Background: an optimization exercise with open tools, aiming at small area and a short achievable clock period. Do not read the settings as production practice. The RTL was checked by simulation tests, not by an equivalence proof against the original design. The clock input has no modelled driver; a real chip could not lean on it and would need a root buffer or a full tree. Power and IR drop assume default switching activity.

==> flow/design.v <==
package vga_pkg;
  localparam int HSIZE = 64;
  localparam int HFP   = 68;
  localparam int HSP   = 72;
  localparam int HMAX  = 80;
  localparam int VSIZE = 24;
  localparam int VFP   = 25;
  localparam int VSP   = 27;
  localparam int VMAX  = 30;
  localparam logic HSPP = 1'b1;
  localparam logic VSPP = 1'b1;
  localparam int FRAME_LEFT   = 8;
  localparam int FRAME_RIGHT  = 56;
  localparam int FRAME_TOP    = 6;
  localparam int FRAME_BOTTOM = 18;
  localparam int FRAME_W      = FRAME_RIGHT - FRAME_LEFT;
  localparam int FRAME_H      = FRAME_BOTTOM - FRAME_TOP;
  localparam int PART_SIZE = FRAME_W * FRAME_H;
  localparam int RAM_DEPTH = 2 * PART_SIZE;
  localparam int SCAN_DELAY      = 4;
  localparam int RST_SCREEN_COLS = 16;
  localparam int SWAP_COL        = 8;
  typedef logic [11:0] coord_t;
  typedef logic [10:0] ram_addr_t;
  typedef logic [2:0]  pal_idx_t;
  typedef logic [5:0]  night_t;
  typedef logic [7:0]  chan_t;
  typedef logic [23:0] rgb_t;
endpackage
`timescale 1ns/1ps
module vga_aoi22 (
  input  logic a1,
  input  logic a2,
  input  logic b1,
  input  logic b2,
  output logic y
);
  assign y = ~((a1 & a2) | (b1 & b2));
endmodule
`timescale 1ns/1ps
import vga_pkg::*;
module vga_top (
  input  logic              clk_vga,
  input  logic              rst_n,
  input  logic              write_strobe,
  input  logic [11:0]   write_x,
  input  logic [11:0]   write_y,
  input  logic [2:0] write_palette,
  input  logic [5:0]   night_rate,
  output logic              write_busy,
  output logic              rst_screen,
  output logic              hsync,
  output logic              vsync,
  output logic              data_enable,
  output logic [7:0]    red,
  output logic [7:0]    green,
  output logic [7:0]    blue
);
  logic [6:0] px;
  logic [4:0] py;
  logic [5:0] ph;
  logic       shown;
  always_ff @(posedge clk_vga) begin
    if (!rst_n) begin
      px    <= '0;
      py    <= '0;
      ph    <= 6'd1;
      shown <= 1'b0;
    end else begin
      if (px == 7'(HMAX - 1)) begin
        px <= '0;
        py <= (py == 5'(VMAX - 1)) ? 5'd0 : py + 5'd1;
      end else begin
        px <= px + 7'd1;
      end
      ph <= (ph == 6'd47) ? 6'd0 : ph + 6'd1;
      if (py == 5'(VSIZE) && px == 7'(SWAP_COL)) shown <= ~shown;
    end
  end
  always_ff @(posedge clk_vga) begin
    if (!rst_n) rst_screen <= 1'b0;
    else rst_screen <= (py == 5'(VSIZE) && px < 7'(RST_SCREEN_COLS - 1))
                    || (py == 5'(VSIZE - 1) && px == 7'(HMAX - 1));
  end
  logic f_win;
  assign f_win = (px >= 7'(FRAME_LEFT)) && (px < 7'(FRAME_RIGHT))
              && (py >= 5'(FRAME_TOP)) && (py < 5'(FRAME_BOTTOM));
  logic [1:0] age;
  always_ff @(posedge clk_vga) begin
    if (!rst_n) age <= 2'd0;
    else if (age != 2'd3) age <= age + 2'd1;
  end
  logic old3;
  logic p_hs, p_vs, p_de, p_win;
  assign old3  = (age == 2'd3);
  assign p_hs  = old3 && (px >= 7'(HFP + 3)) && (px < 7'(HSP + 3));
  assign p_vs  = old3 && ((px >= 7'd3) ? ((py >= 5'(VFP)) && (py < 5'(VSP)))
                                       : ((py >= 5'(VFP + 1)) && (py < 5'(VSP + 1))));
  assign p_de  = !old3 || ((px >= 7'd3) && (px < 7'(HSIZE + 3)) && (py < 5'(VSIZE)));
  assign p_win = old3 && (px >= 7'(FRAME_LEFT + 3)) && (px < 7'(FRAME_RIGHT + 3))
              && (py >= 5'(FRAME_TOP)) && (py < 5'(FRAME_BOTTOM));
  always_ff @(posedge clk_vga) begin
    if (!rst_n) begin
      hsync       <= !HSPP;
      vsync       <= !VSPP;
      data_enable <= 1'b0;
    end else begin
      hsync       <= p_hs ? HSPP : !HSPP;
      vsync       <= p_vs ? VSPP : !VSPP;
      data_enable <= p_de;
    end
  end
  logic take;
  logic busy_i;
  logic rs_live;
  assign rs_live = (py == 5'(VSIZE)) && (px < 7'(RST_SCREEN_COLS));
  assign take = write_strobe && !busy_i && !rs_live
             && (write_palette != 3'd0)
             && (write_x < 12'(FRAME_W))
             && (write_y < 12'(FRAME_H));
  always_ff @(posedge clk_vga) begin
    if (!rst_n) begin
      write_busy <= 1'b0;
      busy_i     <= 1'b0;
    end else begin
      write_busy <= take || (write_busy && f_win);
      busy_i     <= take || (busy_i && f_win);
    end
  end
  logic       v1;
  logic [5:0] w1_x;
  logic [3:0] w1_y;
  logic [2:0] w1_p;
  always_ff @(posedge clk_vga) begin
    v1   <= rst_n && take;
    w1_x <= write_x[5:0];
    w1_y <= write_y[3:0];
    w1_p <= write_palette;
  end
  logic [6:0] dif;
  assign dif = {1'b0, ph} - {1'b0, w1_x};
  logic [6:0] w2_dif;
  logic       w2_half;
  logic [3:0] w2_row;
  logic [2:0] w2_p;
  logic       c_early, c_late0, c_late1;
  always_ff @(posedge clk_vga) begin
    if (v1) begin
      w2_dif  <= dif;
      w2_half <= ~shown;
      w2_row  <= w1_y;
      w2_p    <= w1_p;
    end
    c_early <= rst_n && v1 && dif[0];
    c_late0 <= rst_n && v1 && !dif[0];
    c_late1 <= c_late0;
  end
  logic [23:0] ring_sel;
  logic [23:0] slot_sel;
  logic [2:0]  w3_p;
  always_ff @(posedge clk_vga) begin
    for (int k = 0; k < 24; k++)
      ring_sel[k] <= (c_early || c_late1)
                  && (w2_half == 1'(k / 12)) && (w2_row == 4'(k % 12));
    for (int j = 0; j < 24; j++)
      slot_sel[j] <= (w2_dif[6:1] == 6'(j)) || (w2_dif[6:1] == 6'(j + 40));
    w3_p <= w2_p;
  end
  logic [71:0][47:0] q;
  logic [23:0][2:0] slot_dat;
  always_comb begin
    for (int j = 0; j < 24; j++)
      for (int b = 0; b < 3; b++)
        slot_dat[j][b] = slot_sel[j] && (w3_p[b] ^ ((((2 * j + 3) % 48) % 4) == 1));
  end
  genvar gk, gb, gp;
  for (gk = 0; gk < 24; gk++) begin : g_ring
    for (gp = 0; gp < 48; gp++) begin : g_pos
      if (gp % 2 == 1) begin : g_wr
        localparam int J = ((gp + 45) % 48) / 2;
        logic       keep_n;
        logic [2:0] d;
        assign keep_n = ~(ring_sel[gk] && slot_sel[J]);
        for (gb = 0; gb < 3; gb++) begin : g_bit
          vga_aoi22 u_mux (
            .a1 (q[gk*3+gb][(gp + 47) % 48]),
            .a2 (keep_n),
            .b1 (ring_sel[gk]),
            .b2 (slot_dat[J][gb]),
            .y  (d[gb])
          );
          always_ff @(posedge clk_vga)
            q[gk*3+gb][gp] <= d[gb];
        end
      end else begin : g_sh
        for (gb = 0; gb < 3; gb++) begin : g_bit
          always_ff @(posedge clk_vga)
            q[gk*3+gb][gp] <= q[gk*3+gb][(gp + 47) % 48];
        end
      end
    end
  end
  logic [23:0][2:0] tap;
  for (gk = 0; gk < 24; gk++) begin : g_tap
    for (gb = 0; gb < 3; gb++) begin : g_tb
      assign tap[gk][gb] = q[gk*3+gb][(10 + 32 * (gk % 12)) % 48];
    end
  end
  logic [23:0] rd_sel;
  always_ff @(posedge clk_vga) begin
    for (int k = 0; k < 24; k++)
      rd_sel[k] <= (shown == 1'(k / 12)) && (py == 5'(k % 12 + FRAME_TOP));
  end
  logic [2:0] ridx;
  always_comb begin
    ridx = 3'd0;
    for (int k = 0; k < 24; k++)
      ridx = ridx | (rd_sel[k] ? tap[k] : 3'd0);
  end
  logic on_r, on_g, on_b;
  always_ff @(posedge clk_vga) begin
    on_r <= (ridx == 3'd1) || (ridx == 3'd4) || (ridx == 3'd6) || (ridx == 3'd7);
    on_g <= (ridx == 3'd2) || (ridx == 3'd4) || (ridx == 3'd5) || (ridx == 3'd7);
    on_b <= (ridx == 3'd3) || (ridx == 3'd5) || (ridx == 3'd6) || (ridx == 3'd7);
  end
  logic [5:0] nr;
  logic [6:0] m;
  logic [7:0] lvl;
  always_ff @(posedge clk_vga) nr <= night_rate;
  assign m   = 7'd64 - {1'b0, nr};
  assign lvl = {m[5:0] | {6{m[6]}}, m[6], (nr == 6'd0)};
  logic e_r, e_g, e_b;
  assign e_r = p_win ? on_r : p_de;
  assign e_g = p_win ? on_g : p_de;
  assign e_b = p_win ? on_b : p_de;
  always_ff @(posedge clk_vga) begin
    red   <= (rst_n && e_r) ? lvl : 8'd0;
    green <= (rst_n && e_g) ? lvl : 8'd0;
    blue  <= (rst_n && e_b) ? lvl : 8'd0;
  end
endmodule
Settings: LEC_CHECK=0, CAP_MARGIN=20, CORE_MARGIN=2, CORE_UTILIZATION=45, PLACE_DENSITY=0.6, SETUP_SLACK_MARGIN=4.25, SLEW_MARGIN=20, SYNTH_HIERARCHICAL=1, SYNTH_MINIMUM_KEEP_SIZE=0; clock period 6.5 ns.
standard.sh (not shown) runs the stock make flow with config.mk's settings and CLKGATE_MAP_FILE= SYNTH_SCRIPT=/design/flow/synth_recipe.tcl, a recipe that flattens the netlist after the stock synthesis.
==> flow/flow/run.sh <==
#!/bin/bash
# Standard ORFS layout with these changes:
#  - flow/post_floorplan.tcl sizes the frame store's write muxes down to a22oi_1;
#  - flow/pre_cts.tcl builds the clock tree by hand (three levels of clkbuf_16: 4 roots
#    on the clock port, 20 middle, about 136 leaves over k-means clusters of the flip-flops)
#    in place of TritonCTS;
#  - the port buffers are buf_2.
set -euo pipefail
export POST_FLOORPLAN_TCL="$PWD/flow/post_floorplan.tcl"
export PRE_CTS_TCL="$PWD/flow/pre_cts.tcl"
# port buffers as buf_2 rather than the default (a delay cell)
export BUFFER_PORTS_ARGS="-inputs -outputs -buffer_cell sky130_fd_sc_hd__buf_2"
bash standard.sh > standard.log 2>&1
Other scripts of this flow, unchanged in this note and not shown: flow/flow/mycts.tcl, flow/flow/post_floorplan.tcl, flow/flow/pre_cts.tcl
The first run produced a clean layout.
Rerun with:
--- a/flow/config.mk
+++ b/flow/config.mk
@@ -9,5 +9,5 @@
 export CORE_MARGIN = 2
-export CORE_UTILIZATION = 45
-export PLACE_DENSITY = 0.6
-export SETUP_SLACK_MARGIN = 4.25
+export CORE_UTILIZATION = 55
+export PLACE_DENSITY = 0.65
+export SETUP_SLACK_MARGIN = 4.3
 export SLEW_MARGIN = 20
Effect:
- The changed run completed with no timing, DRC or antenna violations
- utilization goes up by 9.7 points
- global-route usage goes up by 4.1 points
- total power stays flat
- routed wire length barely changes
- die area goes down by 18%
- clock skew goes up by 0.0073 ns
- synthesized area does not change
- setup slack degrades by 0.050 ns
In every run of this note, the design's own scripts or RTL, not TritonCTS, make the clock network.

static timing again, ports no longer ideal:
Ports are ideal in the flow. The routed layouts listed here were re-timed in OpenROAD. Step 1 assumes that a clkbuf_16 drives the clock port and a buf_2 every other input. Step 2, shift: input delay + t, output delay - t, t = (earliest + latest rising clock arrival at the registers) / 2. This alone moves slack from input paths to output paths. Three values: ideal ports, drivers, drivers and shift; two values: the first two.
run	t (ns)	setup WS [ns]	cell pins on the clock port's net
the first run	0.731	4.146 / 3.969 / 3.963	4
the second run	0.739	4.095 / 3.936 / 3.941	4
After both steps setup and hold are still met in every run listed. The setup slack of the first run, which loses most, moves by -0.177 ns with the drivers and by -0.183 ns with both steps.
